Background: an optimization exercise with open tools, aiming at small area, a short achievable clock period and few clock cycles per item. Do not read the settings as production practice. Where RTL was checked, it was by simulation tests only, not by an equivalence proof against the original. Power is estimated from default activity; no workload was simulated.

Design trit_dma_top, start of the top module:
module trit_dma_top (
    input  wire                       i_clk,
    input  wire                       i_arst,
    output logic                      o_finish_int,
    input  wire                       i_slave_write,
    input  wire                       i_slave_read,
    input  trit_dma_pkg::saddr_t      i_slave_address,
    input  trit_dma_pkg::sword_t      i_slave_writedata,
    input  wire [32/8-1:0]   i_slave_byteenable,
    output trit_dma_pkg::sword_t      o_slave_readdata,
    output logic                      o_slave_waitrequest,
    output logic                      o_slave_readdatavalid,
    output trit_dma_pkg::maddr_t      o_master_address,
    output logic                      o_master_read,
    output logic                      o_master_write,
    output trit_dma_pkg::mword_t      o_master_writedata,
    output logic [16-1:0]      o_master_byteenable,
    input  wire                       i_master_waitrequest,
    input  trit_dma_pkg::mword_t      i_master_readdata,
    input  wire                       i_master_readdatavalid
);
For scale: ~1400 cells after synthesis, ~270 flip-flops, ~380 I/O pins, ~15000 um^2 of cells after synthesis.
==> flow/config.mk <==
export PLATFORM = sky130hd
export DESIGN_NAME = trit_dma_top
export DESIGN_NICKNAME = trit_dma_top
export VERILOG_FILES = /design/flow/design.v
export SDC_FILE = /design/flow/constraint.sdc
export NUM_CORES = 4
export LEC_CHECK = 0
export CAP_MARGIN = 20
export CORE_MARGIN = 2
export CORE_UTILIZATION = 40
export SETUP_SLACK_MARGIN = 2.0
export SLEW_MARGIN = 20
export TNS_END_PERCENT = 0
==> flow/constraint.sdc <==
create_clock -name core_clock -period 5.0 [get_ports {i_clk}]
set_input_delay 1.0000 -clock core_clock [delete_from_list [all_inputs] [get_ports {i_clk}]]
set_output_delay 1.0000 -clock core_clock [all_outputs]
set_load 0.01 [all_outputs]
standard.sh (not shown) runs the stock make flow with config.mk's settings and CLKGATE_MAP_FILE= SYNTH_SCRIPT=/design/flow/synth_recipe.tcl, a recipe that flattens the netlist after the stock synthesis.
==> flow/flow/run.sh <==
#!/bin/bash
set -euo pipefail
cd "$(dirname "$0")/.."
bash standard.sh BUFFER_PORTS_ARGS="-buffer_cell sky130_fd_sc_hd__buf_1" finish > standard_flow.log 2>&1
The starting point passed the timing, DRC and antenna checks.
==> next run, changes <==
- SETUP_SLACK_MARGIN: 2.0 -> 2.3
Effect:
- final cell count hardly moves
- critical path depth came out lower by 9
- synthesized cell count stays the same
No functional check of the RTL was part of any run of this note.

---

trit_dma_top, a different RTL version from the one above (not shown whole).
Size in the first run: ~1300 cells after synthesis, roughly 380 I/O pins.
Settings: LEC_CHECK=0, CAP_MARGIN=20, CORE_MARGIN=2, CORE_UTILIZATION=40, SETUP_SLACK_MARGIN=2.3, SLEW_MARGIN=20, TNS_END_PERCENT=30; clock period 5.0 ns.
Scripts as last shown in full above: flow/flow/run.sh
The baseline finished with timing, DRC and antenna clean.
Testbench counts at the start, summed over its fixed seeds: cycles 5,654, transfers 320.
==> next run, changes <==
Settings changed: CORE_UTILIZATION 40 to 65, CTS_CLUSTER_DIAMETER set to 100, CTS_CLUSTER_SIZE set to 25, TNS_END_PERCENT 30 to 0.
Result:
- die area goes down by 38%
- utilization goes up by 23 points
- routed wire length goes down by 14%
- power goes down by 19%
- clock skew barely changes
- worst hold slack improved by 100 ps
- critical path depth stays the same
- global-route usage goes up by 9.0 points
- final cell count goes down by 13%
- fmax goes up by 0.31%
==> next run, changes <==
Settings changed: CTS_CLUSTER_DIAMETER 100 to unset, CTS_CLUSTER_SIZE 25 to unset, SETUP_SLACK_MARGIN 2.3 to 2.0.
What happened: Via count is higher by 3.2%. Wire length went up by 4.6%. Sequential share of layout area drops by 1.7 points. Setup slack got worse by 33 ps. Global-route usage went up by 0.57 points. Flip-flop and latch count does not change. Count of clock-buffer cells in the layout increases by 13. Worst hold slack gets worse by 12 ps.
==> next run, changes <==
Settings changed: CTS_CLUSTER_DIAMETER set to 100, CTS_CLUSTER_SIZE set to 30.
Result: The changed run finished clean. Total power came out lower by roughly a tenth. Synthesized area is unchanged. Die area is unchanged. Combinational power climbs by a few percent. Clock-buffer cell count fell by 19. Global-route usage went down by 0.79 points. Sequential cell count does not change.

---

trit_dma_top again, from the RTL that the note above started with.
clock: 5.0 ns
lec_check: 0
cap_margin: 20
core_margin: 2
core_utilization: 40
setup_slack_margin: 2.0
slew_margin: 20
tns_end_percent: 30
Scripts as last shown in full above: flow/flow/run.sh
The baseline went through all stages and came out clean.
Testbench counts at the start, summed over its fixed seeds: cycles 5,654, transfers 320.
Rerun with:
Settings changed: CORE_UTILIZATION 40 to 65, CTS_CLUSTER_DIAMETER set to 100, CTS_CLUSTER_SIZE set to 25, SETUP_SLACK_MARGIN 2.0 to 1.9, TNS_END_PERCENT 30 to 100.
=> Wire length goes down by 12%. Final area goes down by 7.1%. Setup slack hardly moves. Non-clock buffer count decreases by 12. Count of clock-buffer cells in the layout is lower by 11. Synthesized area does not change. Cell count is lower by 11%.

---

The RTL this note starts from:
==> flow/design.v <==
`default_nettype none
package trit_dma_pkg;
    typedef logic [128-1:0] mword_t;
    typedef logic [28-1:0] maddr_t;
    typedef logic [32-1:0] sword_t;
    typedef logic [3-1:0] saddr_t;
    typedef logic [1:0] trit_t;
    typedef logic [2*27-1:0] trit_row_t;
    typedef logic [63:0] tick_t;
    typedef enum logic [1:0] {
        IDLE,
        LOAD,
        STORE,
        DONE
    } seq_state_t;
endpackage
`default_nettype wire
`timescale 1ns/1ps
`default_nettype none
module read_master (
    input  wire [28-4:0] i_base,
    input  wire                   i_carry,
    output logic [28-4:0] o_addr
);
    assign o_addr = i_base + (28-3)'(i_carry);
endmodule
`default_nettype wire
`timescale 1ns/1ps
`default_nettype none
module trit_dma_top (
    input  wire                       i_clk,
    input  wire                       i_arst,
    output logic                      o_finish_int,
    input  wire                       i_slave_write,
    input  wire                       i_slave_read,
    input  trit_dma_pkg::saddr_t      i_slave_address,
    input  trit_dma_pkg::sword_t      i_slave_writedata,
    input  wire [32/8-1:0]   i_slave_byteenable,
    output trit_dma_pkg::sword_t      o_slave_readdata,
    output logic                      o_slave_waitrequest,
    output logic                      o_slave_readdatavalid,
    output trit_dma_pkg::maddr_t      o_master_address,
    output logic                      o_master_read,
    output logic                      o_master_write,
    output trit_dma_pkg::mword_t      o_master_writedata,
    output logic [16-1:0]      o_master_byteenable,
    input  wire                       i_master_waitrequest,
    input  trit_dma_pkg::mword_t      i_master_readdata,
    input  wire                       i_master_readdatavalid
);
    localparam int DEPTH = 2;           
    localparam int PTR_W = (DEPTH > 1) ? $clog2(DEPTH) : 1;
    localparam int NB    = 16;
    localparam int LASTW = 6 - 1;
    trit_dma_pkg::sword_t src_reg;
    trit_dma_pkg::sword_t dst_reg;
    trit_dma_pkg::tick_t  tick_cnt;
    logic                 busy;
    logic                 finish;
    logic                 first;      
    logic                 start;
    assign o_slave_waitrequest   = 1'b0;
    assign o_slave_readdatavalid = i_slave_read;
    assign o_finish_int          = finish;
    assign start = i_slave_write && (i_slave_address == 3'd0) &&
                   i_slave_byteenable[0] && i_slave_writedata[1];
    always_ff @(posedge i_clk or posedge i_arst) begin
        if (i_arst) begin
            src_reg <= '0;
            dst_reg <= '0;
        end else if (i_slave_write) begin
            for (int i = 0; i < 32/8; i++) begin
                if (i_slave_byteenable[i]) begin
                    if (i_slave_address == 3'd1) src_reg[8*i +: 8] <= i_slave_writedata[8*i +: 8];
                    if (i_slave_address == 3'd2) dst_reg[8*i +: 8] <= i_slave_writedata[8*i +: 8];
                end
            end
        end
    end
    always_ff @(posedge i_clk or posedge i_arst) begin
        if (i_arst) begin
            tick_cnt <= '0;
        end else if (first) begin
            tick_cnt <= '0;
        end else if (busy) begin
            tick_cnt <= tick_cnt + 1'b1;
        end
    end
    always_comb begin
        case (i_slave_address)
            3'd0:      o_slave_readdata = {30'd0, busy, finish};
            3'd1:     o_slave_readdata = src_reg;
            3'd2:     o_slave_readdata = dst_reg;
            3'd3: o_slave_readdata = tick_cnt[31:0];
            3'd4: o_slave_readdata = tick_cnt[63:32];
            default:         o_slave_readdata = '0;
        endcase
    end
    logic [2:0]       rd_idx;     
    logic [2:0]       wr_idx;     
    logic [1:0]       avail;      
    logic [1:0]       cred;       
    logic             rd_q;
    logic             wr_q;
    logic             rd_acc;
    logic             wr_acc;
    logic             last_wr;
    logic [2:0]       rd_idx_n;
    logic [2:0]       wr_idx_n;
    logic [1:0]       avail_n;
    logic [1:0]       cred_n;
    logic             room_n;
    logic             rd_n;
    logic             wr_n;
    logic             byp;        
    logic             byp_ok;     
    logic             wr_cur;     
    logic             addr_wr;    
    logic [2:0]           addr_lo;    
    logic                 addr_cy;    
    logic [28-4:0] addr_hi_src;
    logic [28-4:0] addr_hi_dst;
    assign o_master_read       = rd_q;
    assign byp                 = byp_ok && i_master_readdatavalid;
    assign wr_cur              = wr_q || byp;
    assign o_master_write      = wr_cur;
    assign rd_acc              = rd_q && !i_master_waitrequest;
    assign wr_acc              = wr_cur && !i_master_waitrequest;
    assign last_wr             = wr_acc && (wr_idx == 3'(LASTW));
    assign o_master_byteenable = {16{1'b1}};
    assign addr_hi_src         = addr_wr ? dst_reg[28-1:3] : src_reg[28-1:3];
    read_master hi_i (.i_base(addr_hi_src), .i_carry(addr_cy), .o_addr(addr_hi_dst));
    assign o_master_address    = {addr_hi_dst, addr_lo};
    assign rd_idx_n = rd_idx + 3'(rd_acc);
    assign wr_idx_n = wr_idx + 3'(wr_acc);
    assign avail_n  = avail + 2'(i_master_readdatavalid) - 2'(wr_acc);
    assign cred_n   = cred - 2'(rd_acc) + 2'(wr_acc);
    assign room_n   = (rd_idx_n != 3'(LASTW + 1)) && (cred_n != 2'd0);
    assign rd_n     = (rd_q && i_master_waitrequest) ||
                      (!(wr_cur && i_master_waitrequest) && room_n);
    assign wr_n     = (wr_cur && i_master_waitrequest) ||
                      (!(rd_q && i_master_waitrequest) && !room_n && (avail_n != 2'd0));
    always_ff @(posedge i_clk) begin
        addr_wr <= !start && !rd_n;
        if (start) begin
            {addr_cy, addr_lo} <= {1'b0, src_reg[2:0]};
        end else if (!rd_n) begin
            {addr_cy, addr_lo} <= {1'b0, dst_reg[2:0]} + {1'b0, wr_idx_n};
        end else begin
            {addr_cy, addr_lo} <= {1'b0, src_reg[2:0]} + {1'b0, rd_idx_n};
        end
    end
    always_ff @(posedge i_clk or posedge i_arst) begin
        if (i_arst) begin
            busy   <= 1'b0;
            finish <= 1'b0;
            first  <= 1'b0;
            rd_q   <= 1'b0;
            wr_q   <= 1'b0;
            rd_idx <= '0;
            wr_idx <= '0;
            avail  <= '0;
            cred   <= '0;
            byp_ok <= 1'b0;
        end else begin
            first <= start;
            if (start) begin
                busy   <= 1'b1;
                finish <= 1'b0;
                rd_q   <= 1'b1;
                wr_q   <= 1'b0;
                rd_idx <= '0;
                wr_idx <= '0;
                avail  <= '0;
                cred   <= 2'(DEPTH);
                byp_ok <= 1'b0;
            end else begin
                rd_idx <= rd_idx_n;
                wr_idx <= wr_idx_n;
                avail  <= avail_n;
                cred   <= cred_n;
                byp_ok <= busy && !last_wr && !rd_n && !wr_n && (avail_n == 2'd0);
                if (last_wr) begin
                    busy   <= 1'b0;
                    finish <= 1'b1;
                    rd_q   <= 1'b0;
                    wr_q   <= 1'b0;
                end else if (busy) begin
                    rd_q <= rd_n;
                    wr_q <= wr_n;
                end
            end
        end
    end
    logic [2*NB-1:0]  buf_q [DEPTH];
    logic [DEPTH-1:0] rx_sel;     
    logic [DEPTH-1:0] wr_sel;     
    logic             tail_ok;    
    always_ff @(posedge i_clk or posedge i_arst) begin
        if (i_arst) begin
            rx_sel  <= DEPTH'(1);
            wr_sel  <= DEPTH'(1);
            tail_ok <= 1'b1;
        end else if (start) begin
            rx_sel  <= DEPTH'(1);
            wr_sel  <= DEPTH'(1);
            tail_ok <= 1'b1;
        end else begin
            if (i_master_readdatavalid) rx_sel <= {rx_sel[DEPTH-2:0], rx_sel[DEPTH-1]};
            if (wr_acc) begin
                wr_sel  <= {wr_sel[DEPTH-2:0], wr_sel[DEPTH-1]};
                tail_ok <= (wr_idx != 3'(LASTW - 1));
            end
        end
    end
    always_ff @(posedge i_clk) begin
        for (int e = 0; e < DEPTH; e++) begin
            if (i_master_readdatavalid && rx_sel[e]) begin
                for (int j = 0; j < NB; j++) buf_q[e][2*j +: 2] <= i_master_readdata[8*j +: 2];
            end
        end
    end
    always_comb begin
        logic [1:0] t;
        for (int j = 0; j < NB; j++) begin
            t = '0;
            for (int e = 0; e < DEPTH; e++) begin
                if (wr_sel[e] && (j == 0 || e != (LASTW % DEPTH) || tail_ok)) t = t | buf_q[e][2*j +: 2];
            end
            if (byp_ok) t = (j == 0 || tail_ok) ? i_master_readdata[8*j +: 2] : 2'b00;
            o_master_writedata[8*j +: 8] = {{6{t[1]}}, t};
        end
    end
endmodule
`default_nettype wire
==> flow/config.mk <==
export PLATFORM = sky130hd
export DESIGN_NAME = trit_dma_top
export DESIGN_NICKNAME = trit_dma_top
export VERILOG_FILES = /design/flow/design.v
export SDC_FILE = /design/flow/constraint.sdc
export NUM_CORES = 4
export LEC_CHECK = 0
export CAP_MARGIN = 20
export CORE_MARGIN = 2
export CORE_UTILIZATION = 65
export CTS_CLUSTER_DIAMETER = 100
export CTS_CLUSTER_SIZE = 25
export SETUP_SLACK_MARGIN = 2.0
export SLEW_MARGIN = 20
export SYNTH_HIERARCHICAL = 1
export TNS_END_PERCENT = 100
==> flow/constraint.sdc <==
create_clock -name core_clock -period 5.0 [get_ports {i_clk}]
set_input_delay 1.0000 -clock core_clock [delete_from_list [all_inputs] [get_ports {i_clk}]]
set_output_delay 1.0000 -clock core_clock [all_outputs]
set_load 0.01 [all_outputs]
==> flow/flow/run.sh <==
#!/bin/bash
set -euo pipefail
cd "$(dirname "$0")/.."
bash standard.sh BUFFER_PORTS_ARGS="-buffer_cell sky130_fd_sc_hd__buf_1" \
    SETUP_MOVE_SEQUENCE="sizeup,swap" finish > standard_flow.log 2>&1
Testbench counts at the start, summed over its fixed seeds: cycles 5,659, transfers 320.
Next try:
==> flow/flow/run.sh (replaced) <==
#!/bin/bash
set -euo pipefail
cd "$(dirname "$0")/.."
bash standard.sh BUFFER_PORTS_ARGS="-buffer_cell sky130_fd_sc_hd__buf_1" finish > standard_flow.log 2>&1
Settings changed: CORE_UTILIZATION 65 to 50, TNS_END_PERCENT 100 to 0.
After rerunning: Power is lower by about 5.4%; sequential share of layout area grows by 1.3 points; sequential power is lower by about 3%; global-route usage fell by 7.8 points; critical path depth stays the same; die area came out higher by 29%.
Next try:
Settings changed: CORE_UTILIZATION 50 to 65, SETUP_SLACK_MARGIN 2.0 to 1.7.
After rerunning: Sequential share of layout area came out higher by 1.5 points; register-to-register slack is worse by 0.06 ns; area after synthesis does not change; critical path depth drops by 1; routed wire length decreases by 4.5%; final cell count went down by 6.5%; synthesized cell count is unchanged; power shrinks by 3.2%; combinational power falls by about 6%; design area went down by 3.3%.
Next try:
Settings changed: SETUP_SLACK_MARGIN 1.7 to 2.2, TNS_END_PERCENT 0 to 10.
The changed run went through all stages and came out clean.
Synthesized area does not change.
Clock-buffer cell count stays the same.
First-iteration DRC count rose by 16%.

## static timing again, ports no longer ideal
The results above use ideal ports. As a check the final layouts listed here were re-extracted and re-timed, cells and wires unchanged. Step 1, drivers: a clkbuf_16 drives i_clk and a buf_2 each remaining input, both assumed. Step 2 also shifts input and output timing later by t, the mid clock arrival at the registers, as if the neighbouring blocks saw the same clock. Three values: ideal ports, drivers, drivers and shift; two values: the first two.
run	t (ns)	setup slack, ns	worst setup path at the end
the first run of note 1	0.613	1.628 / 1.590 / 1.201	input to register
the second run of note 1	0.619	1.647 / 1.596 / 1.261	input to register
the first run of note 2	0.608	1.679 / 1.640 / 1.419	input to register
the second run of note 2	0.534	1.689 / 1.650 / 1.272	input to register
the third run of note 2	0.585	1.655 / 1.627 / 1.221	input to register
the fourth run of note 2	0.526	1.708 / 1.655 / 1.312	input to register
the first run of note 3	0.606	1.698 / 1.659 / 1.423	input to register
the second run of note 3	0.532	1.698 / 1.659 / 1.466	input to register
the first run of note 4	0.520	1.556 / 1.511 / 1.582	input to output
the second run of note 4	0.520	1.654 / 1.606 / 1.374	input to register
the third run of note 4	0.510	1.602 / 1.556 / 1.355	input to register
the fourth run of note 4	0.524	1.591 / 1.544 / 1.780	input to register
After both steps setup and hold are still met in every run listed. For the third run of note 2, which loses most, drivers alone change the setup slack by -0.028 ns; drivers and shift together by -0.434 ns.
